Source: an optimization exercise on an open RTL-to-GDS flow (aim: small area). Production flows keep margins and buffers that such runs may drop.
In this exercise RTL edits were held to simulation tests only and were not proved equivalent to the original.

==> flow/design.v <==
`default_nettype none
package mshr_pkg;
  localparam int NUM_MSHRS      = 4;
  localparam int NUM_SDQ        = 4;
  localparam int RPQ_DEPTH      = 2;
  localparam int ADDR_W         = 32;
  localparam int DATA_W         = 64;
  localparam int BLOCK_OFF_BITS = 6;
  localparam int IDX_BITS       = 6;
  localparam int REQ_ID_W       = 4;
  localparam int BLOCK_W        = ADDR_W - BLOCK_OFF_BITS;   
  localparam int MSHR_ID_W      = 2;
  localparam int SDQ_ID_W       = 2;
  localparam logic [ADDR_W-1:0] CACHE_BASE_0 = 32'h1000_0000;
  localparam logic [ADDR_W-1:0] CACHE_MASK_0 = 32'hff00_0000;   
  localparam logic [ADDR_W-1:0] CACHE_BASE_1 = 32'h8000_0000;
  localparam logic [ADDR_W-1:0] CACHE_MASK_1 = 32'hf000_0000;   
  localparam int REPLAY_REQ_W   = ADDR_W + 1 + REQ_ID_W + SDQ_ID_W;
  localparam int ACQUIRE_W      = BLOCK_W + MSHR_ID_W;
endpackage
`default_nettype wire
`timescale 1ns/1ps
`default_nettype none
module mshr_file (
  input  wire logic                              clock,
  input  wire logic                              reset,
  input  wire logic                              req_valid,
  input  wire logic [mshr_pkg::ADDR_W-1:0]       req_addr,
  input  wire logic                              req_is_write,
  input  wire logic [mshr_pkg::DATA_W-1:0]       req_data,
  input  wire logic [mshr_pkg::REQ_ID_W-1:0]     req_req_id,
  output logic                                   req_ready,
  output logic                                   block_hit,
  output logic                                   set_conflict,
  output logic                                   acquire_valid,
  output logic [mshr_pkg::BLOCK_W-1:0]           acquire_block_addr,
  output logic [mshr_pkg::MSHR_ID_W-1:0]         acquire_mshr_id,
  input  wire logic                              acquire_ready,
  input  wire logic                              grant_valid,
  input  wire logic [mshr_pkg::MSHR_ID_W-1:0]    grant_id,
  output logic                                   replay_valid,
  output logic [mshr_pkg::ADDR_W-1:0]            replay_addr,
  output logic                                   replay_is_write,
  output logic [mshr_pkg::REQ_ID_W-1:0]          replay_req_id,
  output logic [mshr_pkg::SDQ_ID_W-1:0]          replay_sdq_id,
  output logic [mshr_pkg::DATA_W-1:0]            replay_data,
  input  wire logic                              replay_ready
);
  localparam int N  = 4;
  localparam int CB = 23;    
  localparam int QW = 13;    
  localparam logic [1:0] S_IDLE       = 2'd0;
  localparam logic [1:0] S_ACQUIRE    = 2'd1;
  localparam logic [1:0] S_WAIT_GRANT = 2'd2;
  localparam logic [1:0] S_REPLAY     = 2'd3;
  logic [1:0]    state [N];
  logic [N-1:0]  two;           
  logic [N-1:0]  head;          
  logic [CB-1:0] blk   [N];
  logic [QW-1:0] q0    [N];
  logic [QW-1:0] q1    [N];
  logic [3:0]    sdq_valid;
  logic [63:0]   sdq_data [4];
  logic          acq_held;
  logic [1:0]    acq_held_sel;
  logic          rep_held;
  logic [1:0]    rep_held_sel;
  logic [CB-1:0] req_cblk;
  logic          cacheable;
  logic [N-1:0]  busy, idx_match, blk_match, sec_open;
  logic [N-1:0]  lowest_free;
  logic          pri_ok, sec_ok, sdq_has_free, req_fire;
  logic [1:0]    sdq_alloc_id;
  assign req_cblk  = {req_addr[31], req_addr[27:6]};
  assign cacheable = (req_addr[31:24] == 8'h10) || (req_addr[31:28] == 4'h8);
  always_comb begin
    for (int i = 0; i < N; i++) begin
      busy[i]      = (state[i] != S_IDLE);
      idx_match[i] = busy[i] && (blk[i][5:0] == req_cblk[5:0]);
      blk_match[i] = busy[i] && (blk[i] == req_cblk);
      sec_open[i]  = blk_match[i] && (state[i][0] ^ state[i][1]) && !two[i];   
    end
  end
  assign lowest_free = ~busy & (busy + 1'b1);
  always_comb begin
    sdq_alloc_id = 2'd0;
    for (int i = 3; i >= 0; i--) begin
      if (!sdq_valid[i]) sdq_alloc_id = i[1:0];
    end
  end
  assign sdq_has_free = !(&sdq_valid);
  assign pri_ok       = !(|idx_match) && !(&busy);
  assign sec_ok       = |sec_open;
  assign block_hit    = cacheable && (|blk_match);
  assign set_conflict = cacheable && (|(idx_match & ~blk_match));
  assign req_ready    = cacheable && (!req_is_write || sdq_has_free) && (pri_ok || sec_ok);
  assign req_fire     = req_valid && req_ready;
  logic [N-1:0] pri_alloc, sec_alloc;
  assign pri_alloc = lowest_free & {N{req_fire && pri_ok}};
  assign sec_alloc = sec_open & {N{req_fire}};
  logic [QW-1:0] req_q;
  assign req_q = {req_addr[5:0], req_is_write, req_req_id, sdq_alloc_id};
  logic [N-1:0] acq_v, rep_v;
  always_comb begin
    for (int i = 0; i < N; i++) begin
      acq_v[i] = (state[i] == S_ACQUIRE);
      rep_v[i] = (state[i] == S_REPLAY);
    end
  end
  function automatic logic [1:0] prio(input logic [3:0] v);
    prio = v[0] ? 2'd0 : v[1] ? 2'd1 : v[2] ? 2'd2 : 2'd3;
  endfunction
  logic [1:0] acq_sel, rep_sel;
  assign acq_sel = acq_held ? acq_held_sel : prio(acq_v);
  assign rep_sel = rep_held ? rep_held_sel : prio(rep_v);
  assign acquire_valid = |acq_v;
  assign replay_valid  = |rep_v;
  logic [N-1:0] acq_fire, rep_fire;
  always_comb begin
    for (int i = 0; i < N; i++) begin
      acq_fire[i] = acquire_ready && acq_v[i] && (acq_sel == i[1:0]);
      rep_fire[i] = replay_ready && rep_v[i] && (rep_sel == i[1:0]);
    end
  end
  always_ff @(posedge clock or posedge reset) begin
    if (reset) begin
      acq_held <= 1'b0;
      rep_held <= 1'b0;
    end else begin
      acq_held <= acquire_valid && !acquire_ready;
      rep_held <= replay_valid && !replay_ready;
    end
  end
  always_ff @(posedge clock) begin
    acq_held_sel <= acq_sel;
    rep_held_sel <= rep_sel;
  end
  for (genvar i = 0; i < N; i++) begin : g_entry
    always_ff @(posedge clock or posedge reset) begin
      if (reset) begin
        state[i] <= S_IDLE;
      end else begin
        case (state[i])
          S_IDLE:       if (pri_alloc[i]) state[i] <= S_ACQUIRE;
          S_ACQUIRE:    if (acq_fire[i]) state[i] <= S_WAIT_GRANT;
          S_WAIT_GRANT: if (grant_valid && grant_id == i) state[i] <= S_REPLAY;
          default:      if (rep_fire[i] && (head[i] || !two[i])) state[i] <= S_IDLE;
        endcase
      end
    end
    always_ff @(posedge clock) begin
      if (!busy[i]) begin
        blk[i]  <= req_cblk;
        q0[i]   <= req_q;
        two[i]  <= 1'b0;
        head[i] <= 1'b0;
      end else begin
        if (sec_alloc[i]) two[i] <= 1'b1;
        if (rep_fire[i]) head[i] <= 1'b1;
      end
      if (!two[i] || !busy[i]) q1[i] <= req_q;
    end
  end
  logic sdq_enq;
  assign sdq_enq = req_fire && req_is_write;
  always_ff @(posedge clock or posedge reset) begin
    if (reset) begin
      sdq_valid <= '0;
    end else begin
      if (replay_valid && replay_ready && replay_is_write) sdq_valid[replay_sdq_id] <= 1'b0;
      if (sdq_enq) sdq_valid[sdq_alloc_id] <= 1'b1;
    end
  end
  for (genvar j = 0; j < 4; j++) begin : g_sdq
    always_ff @(posedge clock) begin
      if (!sdq_valid[j]) sdq_data[j] <= req_data;
    end
  end
  logic [CB-1:0] acq_blk, rep_blk;
  logic [QW-1:0] rep_q;
  assign acq_blk = blk[acq_sel];
  assign rep_blk = blk[rep_sel];
  assign rep_q   = head[rep_sel] ? q1[rep_sel] : q0[rep_sel];
  assign acquire_block_addr = {acq_blk[22], 2'b00, !acq_blk[22], acq_blk[21:0]};
  assign acquire_mshr_id    = acq_sel;
  assign replay_addr     = {rep_blk[22], 2'b00, !rep_blk[22], rep_blk[21:0], rep_q[12:7]};
  assign replay_is_write = rep_q[6];
  assign replay_req_id   = rep_q[5:2];
  assign replay_sdq_id   = rep_q[1:0];
  assign replay_data     = replay_is_write ? sdq_data[replay_sdq_id] : 64'd0;
endmodule
`default_nettype wire
==> flow/flow/run.sh <==
#!/bin/bash
# Standard ORFS layout, with smaller port buffers and a clock tree without dummy loads.
set -euo pipefail
export BUFFER_PORTS_ARGS="-buffer_cell sky130_fd_sc_hd__buf_1"
export CTS_ARGS="-sink_clustering_enable -repair_clock_nets -dont_use_dummy_load"
bash standard.sh > flow_standard.log 2>&1
==> flow/standard.sh <==
#!/bin/bash
# synth_recipe.tcl (not shown) runs the flow's synth.tcl, then flattens the netlist and writes it again
# the make line also repeats each setting of config.mk as NAME=value (left out here)
make -C /OpenROAD-flow-scripts/flow DESIGN_CONFIG=/design/flow/config.mk WORK_HOME=/design/flow/orfs CLKGATE_MAP_FILE= SYNTH_SCRIPT=/design/flow/synth_recipe.tcl "${@:-finish}"
==> flow/config.mk <==
export PLATFORM = sky130hd
export DESIGN_NAME = mshr_file
export DESIGN_NICKNAME = mshr_file
export VERILOG_FILES = /design/flow/design.v
export SDC_FILE = /design/flow/constraint.sdc
export NUM_CORES = 4
export LEC_CHECK = 0
export CAP_MARGIN = 20
export CORE_MARGIN = 2
export CORE_UTILIZATION = 40
export PLACE_DENSITY = 0.6
export SETUP_SLACK_MARGIN = 0.15
export SLEW_MARGIN = 20
==> flow/constraint.sdc <==
create_clock -name core_clock -period 5.5 [get_ports {clock}]
set_input_delay 1.1000 -clock core_clock [delete_from_list [all_inputs] [get_ports {clock}]]
set_output_delay 1.1000 -clock core_clock [all_outputs]
set_load 0.01 [all_outputs]
==> metrics.csv, run 1 <==
metric,value,unit
status,timing/DRC/antenna clean,
antenna_cells,0,
rsz0062_at_grt,no,
final_cells,2101,
fillers,4426,
grt_pass1_vias,11600,
die_h,231,um
seqCellArea,14200,um^2
dr.pass1.iters,5,
crit_buf_inv,3,
die-width,231,um
fin_crit_sh,0.930,
critical_path_arrival,4.02,ns
via_per_inst,5.34,
placed_cells,2049,
synth_cell_type_count,69,
tightestPinTransition,1.08,ns
final_layout_size_suffix_gt1_frac,0.176,
ys_seq_area_frac,0.684,
worstPathMaxFanout,21,
yosysWarnings,6,
synth_ff_type,edfxtp_1,
startpoint_type,register,
cts_tree,done,
drt_iter0_drc,661,
wl_per_cell,22.7,um
final_hold_viol_count,0,
dpl_cell_area,22500,um^2
dp_hpwl,30400,um
fmax,0.195,GHz
setup_viol,0,
remaining_drc_errors,0,
critical-path-top-delay-family,multiplexers,
fin_crit,5.12,ns
final.setup.tns,0,ns
grt_antenna_before_repair,6,
cp_cell_sequence,ha_1 > or3_1 > and2_4 > clkinv_4 > mux2i_1 > mux2_2 > mux2_2 > nand2b_4 > buf_4 > o22ai_1 > buf_1,
slew_headroom,0.279,
synth_edf_count,452,
crit_type,register to output pin,
finalInstanceArea,23800,um^2
port_buffers,240,
final.setup_skew,0.0406,ns
slew_violations,0,
core.rowCount,83,
syn_inst,1157,
synth_area,20700,um^2
clkTransAtPathRegs,0.06,ns
final_nets,1549,
floorplan.initialDensity,0.404,
ctsResizeCount,0,
grt_max_degree,66,
ctsHoldBuffers,0,
async_reset_ff_frac,0.0293,
cts_post_setup_buffers_inserted,0,
postRouteAntennaNets,0,
multi_input_area,6090,um^2
slowest_stage,mux2_2,
num_vias,11200,
ys_ff_latch,478,
cpMostUsedCell,mux2_2,
cts_buffers,52,
h-tree-depth,2,
drt-total-wl,47700,um
clock-sinks,478,
syn_avg_cell_area,17.9,um^2
ios,245,
globalplace.congestion,0.813,
die_area,53600,um^2
grt_overflow_total,0,
min_path_type,register to register,
grt_pass1_wl,70900,um
slowest_delay,0.44,ns
cts_buffer_depth,3,
drv_cap,0,
area_delta_synth_final,14.8,%
core_area,51200,um^2
cts_root_buffer,clkbuf_16,
grt_use_total,0.176,
cp-end-kind,output pin,
clock_latency,0.60,ns
worstPathRequired,4.40,ns
state kept, by name (all words and copies together) (netlist names):
register / cells
sdq_data: 256
blk: 92
q0: 52
q1: 52
state: 8
head: 4
sdq_valid: 4
two: 4
acq_held_sel: 2
rep_held_sel: 2
acq_held: 1
rep_held: 1
cells in the mapped netlist, types with 9 or more instances:
library cell / n / area share
inv_1: 22 / 0.0040
clkbuf_1: 17 / 0.0031
edfxtp_1: 452 / 0.66
nand3_1: 16 / 0.0039
mux2i_1: 134 / 0.065
ha_1: 17 / 0.010
nand2_1: 31 / 0.0056
mux2_2: 16 / 0.0087
o22ai_2: 60 / 0.036
mux4_2: 64 / 0.070
o21ai_0: 9 / 0.0022
buf_4: 14 / 0.0051
a21oi_1: 21 / 0.0051
dfxtp_1: 12 / 0.012
buf_2: 13 / 0.0031
xor2_1: 38 / 0.016
xnor2_1: 54 / 0.023
nand4_1: 17 / 0.0051
dfrtp_1: 14 / 0.017
final cells by class:
class,instances,area share
tap,680,0.0358
timing repair buffer,274,0.0529
sequential,478,0.596
multi-input combinational,593,0.256
clock buffer,52,0.0548
inverter,24,0.00400
tightest hold or removal path, cell delays in order (launching register included):
cell	delay, ns
dfxtp_1	0.31
inv_1	0.06
a21oi_1	0.06
worst paths after layout:
kind / from / end / slack [ns] / cells after the start
min in group asynchronous: reset / sdq_valid[2]$_DFF_PP0_ / 0.57 / 2
max in group asynchronous: reset / state[0][1]$_DFFE_PP0P_ / 4.49 / 2
setup / recovery: state[1][0]$_DFFE_PP0P_ / replay_data[0] / 0.38 / 11
hold / removal: head[0]$_SDFFE_PP0P_ / head[0]$_SDFFE_PP0P_ / 0.48 / 2
setup reg to reg: state[0][0]$_DFFE_PP0P_ / state[3][1]$_DFFE_PP0P_ / 2.20 / 9
hold reg to reg: head[0]$_SDFFE_PP0P_ / head[0]$_SDFFE_PP0P_ / 0.48 / 2
stage by stage:
stage          setup slack, ns  utilization  hold WS [ns]
2_1_floorplan             1.34            -         0.447
3_3_place_gp             0.521        0.439         0.467
3_5_place_dp             0.518        0.439         0.468
4_1_cts                  0.318        0.464         0.477
5_1_grt                  0.174        0.464         0.526
6_report                 0.383        0.464         0.476
placed cells by master (no fill, tap or decap), drive strengths merged, types with 2 or more instances in the layout:
| cell type | count |
|---|---|
| nor2b | 6 |
| xor2 | 38 |
| o22ai | 66 |
| a31oi | 3 |
| and2 | 3 |
| nand3 | 16 |
| buf | 274 |
| o32ai | 2 |
| clkbuf | 52 |
| nand3b | 2 |
| or3 | 5 |
| dfrtp | 14 |
| a22o | 2 |
| nor2 | 7 |
| conb | 4 |
| ha | 17 |
| a22oi | 4 |
| nand4 | 17 |
| or4b | 2 |
| xnor2 | 54 |
| mux2i | 134 |
| nor3 | 8 |
| and3 | 5 |
| nor4 | 9 |
| nor4b | 3 |
| nand2 | 32 |
| a21oi | 21 |
| or4 | 7 |
| nand2b | 9 |
| edfxtp | 452 |
| mux4 | 64 |
| nand4b | 3 |
| o31ai | 3 |
| o31a | 4 |
| dfxtp | 12 |
| mux2 | 19 |
| inv | 23 |
| o21ai | 9 |
routing by layer:
metal	vias to the layer above	track usage	wire (um)
li1	5120	-	-
met1	5695	0.232	20300
met2	306	0.286	22800
met3	88	0.0493	3580
met4	12	0.0520	975
met5	-	0	69
cells by family after synthesis:
kind of cell / count (synthesis) / share of synthesized area
other: 1 / 0.000181
adder cells (fa/ha/maj): 17 / 0.0103
XOR/XNOR: 92 / 0.0389
buffers and inverters: 89 / 0.0233
multiplexers: 217 / 0.145
AND/OR/NAND/NOR: 135 / 0.0388
flip-flops: 478 / 0.684
AO/OA/AOI/OAI: 128 / 0.0593
==> inputs of run 2 (changes only) <==
==> flow/run.sh (new file) <==
#!/bin/bash
# synth_recipe.tcl (not shown) runs the flow's synth.tcl, then flattens the netlist and writes it again
# the make line also repeats each setting of config.mk as NAME=value (left out here)
make -C /OpenROAD-flow-scripts/flow DESIGN_CONFIG=/design/flow/config.mk WORK_HOME=/design/flow/orfs CLKGATE_MAP_FILE= SYNTH_SCRIPT=/design/flow/synth_recipe.tcl finish
removed: flow/flow/run.sh
removed: flow/standard.sh
==> run 2 against run 1 <==
First-iteration DRC count rose by 11%. Largest cell class unchanged. Global-route usage rose by 1.1 points. Sequential cell count stayed put. Non-clock buffer count is 28 higher. Maximum frequency down 2.2%. Cell count up 3.5%. Worst hold slack better by 0.0050 ns.
==> metrics.csv, run 2 <==
metric,value,unit,change
status,timing/DRC/antenna clean,,
port_buffers,240,,unchanged
syn_inst,1157,,unchanged
finalInstanceArea,26000,um^2,+9.4%
startpoint_type,register,,
clkTransAtPathRegs,0.06,ns,about the same
wl_per_cell,23.0,um,+1.4%
cts_tree,done,,
dr.pass1.iters,8,,+3
final_nets,1577,,+1.8%
rsz0062_at_grt,yes,,
drv_cap,0,,unchanged
core.rowCount,83,,unchanged
grt_use_total,0.187,,+0.0109
cp-end-kind,output pin,,
yosysWarnings,6,,unchanged
cts_root_buffer,clkbuf_16,,
rr_worst_depth,12,,+3
synth_xor_area_frac,0.0389,,unchanged
syn_avg_cell_area,17.9,um^2,unchanged
die-width,231,um,unchanged
synthSimpleGateAreaFrac,0.0388,,unchanged
cts_buffers,51,,-1.9%
synth.most_common_cell,edfxtp_1,,
regMostFlops,sdq_data,,
top_regs,"sdq_data: 256 flops, blk: 92 flops",,
r2r_start,state[0][0]$_DFFE_PP0P_,,
synth_top_area_frac,0.656,,unchanged
postRouteAntennaNets,0,,unchanged
worstPathMaxFanout,26,,+24%
floorplan.initialDensity,0.404,,unchanged
min_path_type,register to register,,
grt_pass1_wl,75100,um,+5.9%
die_area,53600,um^2,unchanged
num_vias,11500,,+2.4%
drt-total-wl,50100,um,+4.9%
final_layout_size_suffix_gt1_frac,0.203,,+0.0270
ys_ff_latch,478,,unchanged
final_cell_mix,"edfxtp_1, clkdlybuf4s50_1, mux2i_1, mux4_2, o22ai_2",,
h-tree-depth,2,,unchanged
r2r_setup_slack,2.08,ns,-0.12 ns
setup_viol,0,,unchanged
critical_path_arrival,4.13,ns,+0.11 ns
synthTopCellsByCount,"edfxtp_1, mux2i_1, mux4_2",,
core_area,51200,um^2,unchanged
crit_type,register to output pin,,
grt_overflow_total,0,,unchanged
placed_cells,2057,,+0.39%
grt_max_degree,67,,+1.5%
via_per_inst,5.29,,-1.0%
dpl_cell_area,24000,um^2,+6.9%
slew_headroom,0.294,,+0.0154
fin_crit_sh,0.952,,+0.0213
synth_mux_area_frac,0.145,,unchanged
async_reset_ff_frac,0.0293,,unchanged
final_hold_viol_count,0,,unchanged
clock-sinks,478,,unchanged
fin_crit,5.23,ns,+0.117 ns
fillers,4252,,-3.9%
synth_compound_area_frac,0.0593,,unchanged
synth_top_family_by_area,multiplexers,,
grt_pass1_vias,11900,,+2.8%
crit_start,state[0][0]$_DFFE_PP0P_,,
ys_seq_area_frac,0.684,,unchanged
area_delta_synth_final,25.5,%,
worstPathRequired,4.40,ns,about the same
grt_antenna_before_repair,6,,unchanged
synth_area,20700,um^2,unchanged
die_h,231,um,unchanged
synthTopCellsByArea,"edfxtp_1, mux4_2, mux2i_1",,
pre_cts_slack,0.0122,ns,-0.506 ns
globalplace.congestion,0.810,,-0.38%
final.setup.tns,0,ns,unchanged
synth_area_leader_cell,edfxtp_1,,
r2r_end,sdq_valid[0]$_DFF_PP0_,,
drt_iter0_drc,735,,+11%
fmax,0.191,GHz,-2.2%
remaining_drc_errors,0,,unchanged
cts_buffer_depth,3,,unchanged
synthAdderAreaFrac,0.0103,,unchanged
ios,245,,unchanged
largest_reg_flops,256,,unchanged
synth_edf_count,452,,unchanged
final.setup_skew,0.0303,ns,-0.0103 ns
dp_hpwl,30900,um,+1.8%
synth_ff_type,edfxtp_1,,
fin_hold_ws,0.481,ns,+0.00502 ns
slew_violations,0,,unchanged
crit_end,replay_data[36],,
tightestPinTransition,1.06,ns,-0.0231 ns
final_cells,2174,,+3.5%
clock_latency,0.60,ns,about the same
fin_util,0.507,,+0.0435
final_common_cell,edfxtp_1,,
min_path_cells,2,,unchanged
synth_cell_type_count,69,,unchanged
layout_setup_ws,0.266,ns,-0.117 ns
run 2: changes by cell type in the layout (fill, tap and decap cells not counted), sizes merged:
| cell | change |
|---|---|
| clkdlybuf4s50 | +204 |
| clkinvlp | +3 |
| buf | -215 |
| bufinv | +2 |
| clkbuf | +22 |
| and2 | +1 |
| dlymetal6s2s | +18 |
| bufbuf | +3 |
| dlygate4sd2 | +18 |
| inv | +2 |
| diode | +1 |
| clkinv | +14 |
run 2: kinds of logic after synthesis:
kind of cell	count (synthesis)
AO/OA/AOI/OAI	128
AND/OR/NAND/NOR	135
other	1
flip-flops	478
adder cells (fa/ha/maj)	17
multiplexers	217
buffers and inverters	89
XOR/XNOR	92
run 2: final cells by class:
cell class                      count  area [um^2]  area share
Clock buffer                       74         1420      0.0548
Antenna cell                        1         2.50   0.0000963
Sequential cell                   478        14200       0.545
Multi-Input combinational cell    594         6140       0.236
Inverter                           24          106     0.00409
Timing Repair Buffer              302         3120       0.120
Tap cell                          680          851      0.0327
Clock inverter                     21          174     0.00669
run 2: how the worst min path moves through the flow:
stage	startpoint	endpoint
after floorplan	head[0]$_SDFFE_PP0P_	head[0]$_SDFFE_PP0P_
after CTS	head[0]$_SDFFE_PP0P_	head[0]$_SDFFE_PP0P_
final	head[0]$_SDFFE_PP0P_	head[0]$_SDFFE_PP0P_
after detailed placement	head[0]$_SDFFE_PP0P_	head[0]$_SDFFE_PP0P_
after global placement	head[0]$_SDFFE_PP0P_	head[0]$_SDFFE_PP0P_
after global routing	head[0]$_SDFFE_PP0P_	head[0]$_SDFFE_PP0P_
run 2: routing by layer:
metal,GRT usage,part of all wire
met5,0,0.0018
met1,0.244,0.42
met3,0.0602,0.082
met2,0.298,0.47
met4,0.0607,0.024
run 2: timing repair:
action,CTS,global route
gates cloned,4,0
pin swaps,2,1
buffers inserted,4,13
hold buffers,0,0
resized for setup,31,25
endpoints found under the setup margin,66,49
run 2: worst max-delay path, cell delays in order, from the launching register on:
cell and delay (ns):
dfrtp_1 0.42, ha_2 0.24, or3_4 0.42, and2_4 0.24, mux2_1 0.32, or3_1 0.31, nand4_1 0.18, buf_12 0.22
buf_16 0.23, mux2i_1 0.26, o22ai_2 0.11, clkdlybuf4s50_1 0.55
==> inputs of run 3 (changes only) <==
--- a/flow/design.v
+++ b/flow/design.v
@@ -178,15 +178,28 @@
   end
   logic [CB-1:0] acq_blk, rep_blk;
   logic [QW-1:0] rep_q;
-  assign acq_blk = blk[acq_sel];
-  assign rep_blk = blk[rep_sel];
-  assign rep_q   = head[rep_sel] ? q1[rep_sel] : q0[rep_sel];
+  always_comb begin
+    acq_blk = '0;
+    rep_blk = '0;
+    rep_q   = '0;
+    for (int i = 0; i < N; i++) begin
+      acq_blk = acq_blk | (blk[i] & {CB{acq_sel == i[1:0]}});
+      rep_blk = rep_blk | (blk[i] & {CB{rep_sel == i[1:0]}});
+      rep_q   = rep_q | (q0[i] & {QW{rep_sel == i[1:0] && !head[i]}})
+                      | (q1[i] & {QW{rep_sel == i[1:0] && head[i]}});
+    end
+  end
   assign acquire_block_addr = {acq_blk[22], 2'b00, !acq_blk[22], acq_blk[21:0]};
   assign acquire_mshr_id    = acq_sel;
   assign replay_addr     = {rep_blk[22], 2'b00, !rep_blk[22], rep_blk[21:0], rep_q[12:7]};
   assign replay_is_write = rep_q[6];
   assign replay_req_id   = rep_q[5:2];
   assign replay_sdq_id   = rep_q[1:0];
-  assign replay_data     = replay_is_write ? sdq_data[replay_sdq_id] : 64'd0;
+  always_comb begin
+    replay_data = '0;
+    for (int j = 0; j < 4; j++) begin
+      replay_data = replay_data | (sdq_data[j] & {64{replay_is_write && replay_sdq_id == j[1:0]}});
+    end
+  end
 endmodule
 `default_nettype wire
==> flow/flow/run.sh (new file) <==
#!/bin/bash
set -euo pipefail
export BUFFER_PORTS_ARGS="-buffer_cell sky130_fd_sc_hd__buf_1"
export CTS_ARGS="-sink_clustering_enable -repair_clock_nets -dont_use_dummy_load -buf_list sky130_fd_sc_hd__clkbuf_4 -sink_clustering_size 16"
bash standard.sh > flow_standard.log 2>&1
==> flow/standard.sh (new file) <==
#!/bin/bash
# synth_recipe.tcl (not shown) runs the flow's synth.tcl, then flattens the netlist and writes it again
# the make line also repeats each setting of config.mk as NAME=value (left out here)
make -C /OpenROAD-flow-scripts/flow DESIGN_CONFIG=/design/flow/config.mk WORK_HOME=/design/flow/orfs CLKGATE_MAP_FILE= SYNTH_SCRIPT=/design/flow/synth_recipe.tcl "${@:-finish}"
removed: flow/run.sh
==> run 3 against run 2 <==
Synthesized cell count up 5.4%. Critical endpoint is now replay_data[51]. Global-route usage rose by 0.94 points. Utilization is 4.4 points lower. Worst hold slack worse by 0.25 ns. Still clean. Largest cell class unchanged.
==> metrics.csv, run 3 <==
metric,value,unit,change
synth.most_common_cell,edfxtp_1,,
globalplace.congestion,0.797,,-1.6%
synth_cell_type_count,71,,+2.9%
floorplan.initialDensity,0.406,,+0.00203
async_reset_ff_frac,0.0293,,unchanged
cts_root_buffer,clkbuf_4,,
largest_reg_flops,256,,unchanged
die_area,51600,um^2,-3.6%
dpl_cell_area,21600,um^2,-9.9%
dp_hpwl,31000,um,+0.32%
critical_path_arrival,4.04,ns,-0.09 ns
critical-path-top-delay-family,compound AO/OA/AOI/OAI gates,,
final.setup_skew,0.0459,ns,+0.0156 ns
cp-end-kind,output pin,,
drt-total-wl,50200,um,+0.28%
r2r_setup_slack,2.44,ns,+0.36 ns
synth_edf_count,452,,unchanged
grt_pass1_vias,12300,,+3.2%
die_h,227,um,-1.8%
drv_cap,0,,unchanged
port_buffers,240,,unchanged
rsz0062_at_grt,no,,
fin_crit,5.14,ns,-0.0923 ns
final_cell_mix,"edfxtp_1, buf_1, clkbuf_4, a22oi_1, nand2_1",,
h-tree-depth,4,,+2
num_vias,12200,,+5.8%
postRouteAntennaNets,0,,unchanged
wl_per_cell,22.4,um,-2.6%
synth_area_leader_cell,edfxtp_1,,
core.rowCount,81,,-2.4%
cts_tree,done,,
final.setup.tns,0,ns,unchanged
worstPathMaxFanout,52,,+100%
grt_overflow_total,0,,unchanged
clock-sinks,478,,unchanged
crit_buf_inv,2,,-1
slowest_delay,0.45,ns,-0.10 ns
final_common_cell,edfxtp_1,,
min_path_type,input pin to async pin,,
synth_ff_type,edfxtp_1,,
drt_iter0_drc,825,,+12%
status,timing/DRC/antenna clean,,
grt_pass1_wl,74100,um,-1.2%
grt_max_degree,66,,-1.5%
crit_type,register to output pin,,
slowest_stage,a2111o_1,,
startpoint_type,register,,
synth_area,19900,um^2,-3.7%
syn_avg_cell_area,16.3,um^2,-8.7%
grt_use_total,0.197,,+0.00938
synth_top_area_frac,0.681,,+0.0253
setup_viol,0,,unchanged
cts_buffer_depth,3,,unchanged
remaining_drc_errors,0,,unchanged
ios,245,,unchanged
syn_inst,1220,,+5.4%
via_per_inst,5.43,,+2.7%
worstPathRequired,4.40,ns,about the same
fmax,0.194,GHz,+1.8%
synthTopCellsByArea,"edfxtp_1, mux4_2, a22oi_1",,
fin_util,0.463,,-0.0443
top_regs,"sdq_data: 256 flops, blk: 92 flops",,
cp_cell_sequence,ha_1 > nor3b_1 > o21a_2 > a2111o_1 > a221o_2 > nor3b_4 > buf_12 > a22oi_1 > nand2_1 > buf_1,,
die-width,227,um,-1.8%
slew_headroom,0.266,,-0.0289
yosysWarnings,6,,unchanged
dr.pass1.iters,5,,-3
regMostFlops,sdq_data,,
final_layout_size_suffix_gt1_frac,0.155,,-0.0480
grt_antenna_before_repair,4,,-2
ys_seq_area_frac,0.711,,+0.0264
synthTopCellsByCount,"edfxtp_1, a22oi_1, nand2_1",,
tightestPinTransition,1.10,ns,+0.0368 ns
clock_latency,0.93,ns,+0.33 ns
cts_buffers,132,,+160%
core_area,49100,um^2,-4.2%
clkTransAtPathRegs,0.06,ns,about the same
slew_violations,0,,unchanged
finalInstanceArea,22700,um^2,-13%
fin_crit_sh,0.935,,-0.0168
ys_ff_latch,478,,unchanged
area_delta_synth_final,14.0,%,
final_nets,1695,,+7.5%
final_hold_viol_count,0,,unchanged
## run 3: cell types whose count changed after synthesis, moves of 21 or more
| cell | before | now |
|---|---|---|
| a22oi_1 | 4 | 109 |
| mux2i_1 | 134 | 54 |
| nand2_1 | 31 | 104 |
| o22ai_2 | 60 | 0 |
| xnor2_1 | 54 | 33 |
| xor2_1 | 38 | 59 |
## run 3: worst paths after layout
path,startpoint,to,depth (start not counted)
setup / recovery,state[1][0]$_DFFE_PP0P_,replay_data[51],10
max in group asynchronous,reset,acq_held$_DFF_PP0_,2
hold reg to reg,sdq_valid[2]$_DFF_PP0_,sdq_valid[2]$_DFF_PP0_,1
setup reg to reg,state[1][0]$_DFFE_PP0P_,two[0]$_SDFFE_PP0P_,7
min in group core_clock,req_data[20],sdq_data[0][20]$_DFFE_PN_,1
hold / removal,reset,sdq_valid[1]$_DFF_PP0_,2
## run 3: cell families (layout without fill, tap and decap cells)
group                      count (synthesis)  count (layout)  share of synthesized area
DFF                                      478             478                      0.711
other                                      1              11                   0.000188
muxes                                    104             104                     0.0802
and+or+nand+nor                          246             246                     0.0618
adders and majority gates                 16              16                     0.0100
buffers and inverters                     89             434                     0.0223
AOI/OAI and AO/OA                        194             194                     0.0744
xor gates and xnor gates                  92              92                     0.0404
## run 3: metal layers
layer | part of all wire | global-route usage
met1 | 0.42 | 0.254
met2 | 0.47 | 0.303
met3 | 0.086 | 0.0649
met4 | 0.026 | 0.0873
met5 | 0.00054 | 0
## run 3: cell type report
cell class	count	area [um^2]
antenna	7	17.5
clock buffer	132	991
fill	4435	26300
sequential	478	14200
timing repair buffer	271	1210
inverter	31	116
tap	664	831
multi-input combinational	656	5390
## run 3: what timing repair did
action	4_1_cts	5_1_grt
setup buffers	7	0
setup endpoints to repair	62	9
pin swaps	3	0
gates resized for setup	7	2
hold buffers	0	0
## run 3: metrics by stage
| step | setup WS, ns | hold WS, ns | instances |
|---|---|---|---|
| 2_1_floorplan | 1.63 | 0.478 | 1223 |
| 3_3_place_gp | 0.930 | 0.518 | 2093 |
| 3_5_place_dp | 0.905 | 0.550 | 2093 |
| 4_1_cts | 0.205 | 0.130 | 2232 |
| 5_1_grt | 0.142 | 0.210 | 2238 |
| 6_report | 0.358 | 0.232 | 2239 |
==> inputs of run 4 (changes only) <==
==> flow/flow/run.sh (replaced) <==
#!/bin/bash
set -euo pipefail
export BUFFER_PORTS_ARGS="-buffer_cell sky130_fd_sc_hd__buf_1"
export CTS_ARGS="-sink_clustering_enable -repair_clock_nets -dont_use_dummy_load -buf_list sky130_fd_sc_hd__clkbuf_8 -sink_clustering_size 20 -sink_clustering_max_diameter 60"
bash standard.sh > flow_standard.log 2>&1
==> run 4 against run 3 <==
Clock skew up 0.031 ns. Utilization down 1.1 points. Clock-buffer cell count down 93. Via count down 4.0%. Sequential cell count unchanged. First-iteration DRC count up 2.7%. Sequential share of layout area up 1.5 points. Highest routed layer unchanged.
==> metrics.csv, run 4 <==
metric,value,unit,change
fin_util,0.452,,-0.0111
setup_viol,0,,unchanged
r2r_end,sdq_valid[3]$_DFF_PP0_,,
r2r_start,state[1][0]$_DFFE_PP0P_,,
num_vias,11700,,-4.0%
syn_inst,1220,,unchanged
floorplan.initialDensity,0.406,,unchanged
rsz0062_at_grt,no,,
status,timing/DRC/antenna clean,,
top_regs,"sdq_data: 256 flops, blk: 92 flops",,
slew_headroom,0.268,,+0.00252
min_path_type,input pin to async pin,,
ctsHoldBuffers,0,,unchanged
slowest_stage,or4b_4,,
cp-end-kind,output pin,,
grt_pass1_wl,71900,um,-3.0%
dpl_cell_area,21600,um^2,unchanged
fin_crit_sh,0.915,,-0.0204
final_cell_mix,"edfxtp_1, buf_1, a22oi_1, nand2_1, xor2_1",,
multi_input_area,5380,um^2,-0.21%
die_area,51600,um^2,unchanged
largest_reg_flops,256,,unchanged
slowest_delay,0.61,ns,+0.16 ns
core_area,49100,um^2,unchanged
final_hold_viol_count,0,,unchanged
fin_crit,5.03,ns,-0.112 ns
cts_root_buffer,clkbuf_8,,
ys_ff_latch,478,,unchanged
yosysWarnings,6,,unchanged
regMostFlops,sdq_data,,
postRouteAntennaNets,0,,unchanged
clock_latency,0.63,ns,-0.30 ns
grt_max_degree,66,,unchanged
cts_buffer_depth,3,,unchanged
h-tree-depth,2,,-2
final_common_cell,edfxtp_1,,
crit_type,register to output pin,,
final_layout_size_suffix_gt1_frac,0.0954,,-0.0596
synth_edf_count,452,,unchanged
r2r_setup_slack,2.33,ns,-0.11 ns
tightestPinTransition,1.09,ns,-0.00376 ns
worstPathRequired,4.40,ns,about the same
cts_tree,done,,
remaining_drc_errors,0,,unchanged
synth.most_common_cell,edfxtp_1,,
synth_area_leader_cell,edfxtp_1,,
drt_iter0_drc,847,,+2.7%
cpMostUsedCell,a22oi_1,,
core.rowCount,81,,unchanged
slew_violations,0,,unchanged
die-width,227,um,unchanged
grt_overflow_total,0,,unchanged
wl_per_cell,23.0,um,+2.7%
grt_pass1_vias,11500,,-6.4%
synth_top_area_frac,0.681,,unchanged
synthTopCellsByArea,"edfxtp_1, mux4_2, a22oi_1",,
globalplace.congestion,0.797,,unchanged
grt_use_total,0.187,,-0.00931
finalInstanceArea,22200,um^2,-2.4%
clock-sinks,478,,unchanged
final_nets,1595,,-5.9%
worstPathMaxFanout,52,,unchanged
dp_hpwl,31000,um,unchanged
cts_buffers,39,,-70%
fmax,0.199,GHz,+2.2%
synthTopCellsByCount,"edfxtp_1, a22oi_1, nand2_1",,
port_buffers,240,,unchanged
final.setup_skew,0.0770,ns,+0.0311 ns
async_reset_ff_frac,0.0293,,unchanged
synth_cell_type_count,71,,unchanged
crit_start,state[1][0]$_DFFE_PP0P_,,
ys_seq_area_frac,0.711,,unchanged
syn_avg_cell_area,16.3,um^2,unchanged
via_per_inst,5.47,,+0.68%
grt_antenna_before_repair,3,,-1
cp_cell_sequence,ha_1 > or4b_4 > a21oi_4 > a22oi_1 > o211ai_4 > buf_6 > nor3b_4 > buf_12 > a22oi_1 > nand2_1 > buf_1,,
drt-total-wl,49100,um,-2.1%
synth_ff_type,edfxtp_1,,
critical_path_arrival,3.93,ns,-0.11 ns
pre_cts_slack,0.905,ns,unchanged
die_h,227,um,unchanged
fillers,4424,,-0.25%
dr.pass1.iters,5,,unchanged
area_delta_synth_final,11.3,%,
startpoint_type,register,,
ios,245,,unchanged
layout_setup_ws,0.470,ns,+0.112 ns
seqCellArea,14200,um^2,unchanged
clkTransAtPathRegs,0.08,ns,+0.02 ns
cts_post_setup_buffers_inserted,0,,-7
synth_area,19900,um^2,unchanged
drv_cap,0,,unchanged
rr_worst_depth,9,,+2
final.setup.tns,0,ns,unchanged
[run 4: layer usage]
metal / track usage / vias to the layer above / share of wire
met5: 0 / - / 0.00051
met4: 0.0512 / 4 / 0.021
met3: 0.0450 / 70 / 0.079
met2: 0.300 / 451 / 0.47
met1: 0.256 / 5883 / 0.43
li1: - / 5262 / -
[run 4: cell families (layout without fill, tap and decap cells)]
logic type,count (synthesis),count (layout),share of synthesized area
DFF,478,478,0.711
and+or+nand+nor,246,246,0.0618
AOI/OAI and AO/OA,194,194,0.0744
muxes,104,104,0.0802
xor gates and xnor gates,92,92,0.0404
buffers and inverters,89,334,0.0223
adders and majority gates,16,16,0.0100
other,1,6,0.000188
[run 4: cell type report]
cell class,count,area share
clock buffer,39,0.0242
timing repair buffer,264,0.0517
tap,664,0.0375
multi-input combinational,656,0.242
antenna,2,0.000226
sequential,478,0.639
inverter,31,0.00525
[run 4: what timing repair did]
action / 4_1_cts / 5_1_grt
setup endpoints to repair: 0 / 32
gates resized for setup: 0 / 2
endpoints found under the hold margin: 0 / 0
[run 4: metrics by stage]
| stage | hold WS [ns] | cells |
|---|---|---|
| finish | 0.539 | 2134 |
| global route | 0.561 | 2132 |
| CTS | 0.500 | 2132 |
| detailed placement | 0.550 | 2093 |
| global placement | 0.518 | 2093 |
| floorplan | 0.478 | 1223 |
[run 4: critical path, delay by kind of cell, from the launching register on]
kind | cells | cell delay [ns]
buf+inv | 3 | 0.68
simple gates | 3 | 0.79
flops | 1 | 0.42
fa+ha+maj | 1 | 0.31
compound gates | 4 | 1.11
[run 4: worst max-delay path by stage]
stage	end	slack, ns	cells after the start
floorplan	block_hit	1.63	6
global placement	block_hit	0.93	7
detailed placement	block_hit	0.90	7
CTS	replay_data[52]	0.25	11
global route	replay_data[51]	0.21	11
finish	replay_data[58]	0.47	11
==> inputs of run 5 (changes only) <==
==> flow/flow/run.sh (replaced) <==
#!/bin/bash
# The standard ORFS layout (standard.sh) with two changes:
# - port buffers use the smallest buffer, sky130_fd_sc_hd__buf_1
# - clock tree: clkbuf_8 buffers, larger sink clusters, no dummy loads
# Each tool's full output is in flow_standard.log and orfs/logs/.
set -euo pipefail
export BUFFER_PORTS_ARGS="-buffer_cell sky130_fd_sc_hd__buf_1"
export CTS_ARGS="-sink_clustering_enable -repair_clock_nets -dont_use_dummy_load -buf_list sky130_fd_sc_hd__clkbuf_8 -sink_clustering_size 16 -sink_clustering_max_diameter 50"
bash standard.sh > flow_standard.log 2>&1
==> run 5 against run 4 <==
Utilization rose by 0.38 points. Still clean on timing, DRC and antenna. Synthesized area did not move. Die area unchanged.
==> metrics.csv, run 5 <==
metric,value,unit,change
port_buffers,240,,unchanged
wl_per_cell,22.9,um,-0.56%
grt_pass1_vias,11700,,+1.3%
critical_path_arrival,4.01,ns,+0.08 ns
antenna_cells,0,,-2
synth_top_area_frac,0.681,,unchanged
cts_buffers,53,,+36%
drt_iter0_drc,774,,-8.6%
grt_pass1_wl,72300,um,+0.52%
core_area,49100,um^2,unchanged
dpl_cell_area,21600,um^2,unchanged
die_h,227,um,unchanged
clock-sinks,478,,unchanged
synth_area,19900,um^2,unchanged
die-width,227,um,unchanged
async_reset_ff_frac,0.0293,,unchanged
synth_cell_type_count,71,,unchanged
synthTopCellsByArea,"edfxtp_1, mux4_2, a22oi_1",,
final_cell_mix,"edfxtp_1, buf_1, a22oi_1, nand2_1, xor2_1",,
drt-total-wl,49100,um,unchanged
tightestPinTransition,1.08,ns,-0.00994 ns
cts_buffer_depth,3,,unchanged
yosysWarnings,6,,unchanged
final_layout_size_suffix_gt1_frac,0.104,,+0.00855
grt_antenna_before_repair,2,,-1
final.setup.tns,0,ns,unchanged
clkTransAtPathRegs,0.08,ns,about the same
syn_inst,1220,,unchanged
ios,245,,unchanged
startpoint_type,register,,
final_common_cell,edfxtp_1,,
drv_cap,0,,unchanged
remaining_drc_errors,0,,unchanged
synth_area_leader_cell,edfxtp_1,,
ys_ff_latch,478,,unchanged
ctsHoldBuffers,0,,unchanged
final_hold_viol_count,0,,unchanged
final.setup_skew,0.0886,ns,+0.0116 ns
syn_avg_cell_area,16.3,um^2,unchanged
finalInstanceArea,22400,um^2,+0.85%
worstPathMaxFanout,52,,unchanged
multi_input_area,5380,um^2,unchanged
ys_seq_area_frac,0.711,,unchanged
clock_latency,0.67,ns,+0.04 ns
dr.pass1.iters,5,,unchanged
fillers,4414,,-0.23%
floorplan.initialDensity,0.406,,unchanged
layout_setup_ws,0.393,ns,-0.0774 ns
fmax,0.196,GHz,-1.5%
synth_edf_count,452,,unchanged
h-tree-depth,2,,unchanged
cts_tree,done,,
dp_hpwl,31000,um,unchanged
die_area,51600,um^2,unchanged
grt_overflow_total,0,,unchanged
min_path_type,input pin to async pin,,
top_regs,"sdq_data: 256 flops, blk: 92 flops",,
cts_root_buffer,clkbuf_8,,
worstPathRequired,4.40,ns,about the same
num_vias,11700,,+0.22%
globalplace.congestion,0.797,,unchanged
core.rowCount,81,,unchanged
pre_cts_slack,0.905,ns,unchanged
rsz0062_at_grt,no,,
setup_viol,0,,unchanged
fin_crit,5.11,ns,+0.0774 ns
regMostFlops,sdq_data,,
fin_crit_sh,0.929,,+0.0141
seqCellArea,14200,um^2,unchanged
area_delta_synth_final,12.2,%,
grt_use_total,0.188,,+0.000742
status,timing/DRC/antenna clean,,
slew_headroom,0.275,,+0.00667
synthTopCellsByCount,"edfxtp_1, a22oi_1, nand2_1",,
cp-end-kind,output pin,,
via_per_inst,5.45,,-0.34%
synth.most_common_cell,edfxtp_1,,
final_nets,1609,,+0.88%
slew_violations,0,,unchanged
synth_ff_type,edfxtp_1,,
postRouteAntennaNets,0,,unchanged
crit_type,register to output pin,,
final_cells,2146,,+0.56%
fin_util,0.456,,+0.00383
grt_max_degree,66,,unchanged
placed_cells,2093,,unchanged
largest_reg_flops,256,,unchanged
[run 5: cell counts after synthesis]
Identical to the previous run, type by type.
[run 5: repair_timing]
item / in CTS / in global routing
buffers inserted: 0 / 0
setup endpoints to repair: 0 / 35
resized for setup: 0 / 2
[run 5: critical path, stage by stage, from the launching register on]
cell and delay [ns]:
dfrtp_1 0.42, ha_1 0.31, or4b_4 0.61, a21oi_4 0.35, a22oi_1 0.19, o211ai_4 0.23
buf_6 0.36, nor3b_4 0.08, buf_12 0.19, a22oi_1 0.35, nand2_1 0.11, buf_1 0.14
[run 5: final cells by class]
cell class / instances / share of cell area
repair buffers: 264 / 0.0513
flip-flops and latches: 478 / 0.633
well taps: 664 / 0.0372
clock buffers: 53 / 0.0326
inverters: 31 / 0.00520
multi-input cells: 656 / 0.240
[run 5: metrics by stage]
step	hold WS, ns
global placement	0.518
floorplan	0.478
finish	0.479
CTS	0.452
detailed placement	0.550
global route	0.515
[run 5: worst paths after layout]
path                                    startpoint                      to  cells after the start  slack [ns]
setup reg to reg           state[1][0]$_DFFE_PP0P_  sdq_valid[3]$_DFF_PP0_                      9        2.29
max in group asynchronous                    reset  sdq_valid[3]$_DFF_PP0_                      2        4.55
min in group core_clock     sdq_valid[2]$_DFF_PP0_  sdq_valid[2]$_DFF_PP0_                      1        0.56
hold / removal                               reset  sdq_valid[2]$_DFF_PP0_                      2        0.48
hold reg to reg             sdq_valid[2]$_DFF_PP0_  sdq_valid[2]$_DFF_PP0_                      1        0.56
setup / recovery           state[1][0]$_DFFE_PP0P_         replay_data[51]                     11        0.39
[run 5: kinds of logic (layout without fill, tap and decap cells)]
| logic type | after synthesis | after routing | share of synthesized area |
|---|---|---|---|
| flops | 478 | 478 | 0.711 |
| simple gates | 246 | 246 | 0.0618 |
| compound gates | 194 | 194 | 0.0744 |
| mux | 104 | 104 | 0.0802 |
| xor+xnor | 92 | 92 | 0.0404 |
| buf+inv | 89 | 348 | 0.0223 |
| fa+ha+maj | 16 | 16 | 0.0100 |
| other cells | 1 | 4 | 0.000188 |
[run 5: per-layer routing]
metal | GRT usage | up-vias | part of all wire
met1 | 0.256 | 5897 | 0.42
li1 | - | 5279 | -
met2 | 0.301 | 446 | 0.47
met5 | 0 | - | 0.00047
met4 | 0.0502 | 4 | 0.021
met3 | 0.0489 | 70 | 0.084

## static timing again, ports no longer ideal
How much do the figures lean on ideal ports? The routed layouts below were timed once more, with nothing changed but the port constraints.
Step 1: set_driving_cell puts a clkbuf_16 on clock and a buf_2 on each other input, an assumption about the parent block.
Step 2 times the ports against the registers' clock, not the clock port: input delays grow and output delays shrink by t, the midpoint of the rising clock arrivals with the driver on.
Slacks: no drivers / after step 1 / after step 2; pairs: no drivers / after step 1.
| run | shift t [ns] | slack for setup (ns) | hold slack, ns |
|---|---|---|---|
| run 1 | 0.629 | 0.383 / 0.327 / 0.436 | 0.476 / 0.476 / 0.476 |
| run 2 | 0.645 | 0.266 / 0.208 / 0.243 | 0.481 / 0.481 / 0.481 |
| run 3 | 0.953 | 0.358 / 0.308 / 0.833 | 0.232 / 0.243 / 0.552 |
| run 4 | 0.633 | 0.470 / 0.420 / 0.815 | 0.539 / 0.553 / 0.561 |
| run 5 | 0.674 | 0.393 / 0.344 / 0.871 | 0.479 / 0.498 / 0.558 |
After both steps setup and hold are still met in every run listed. For run 2, which loses most, drivers alone change the setup slack by -0.058 ns; drivers and shift together by -0.023 ns.
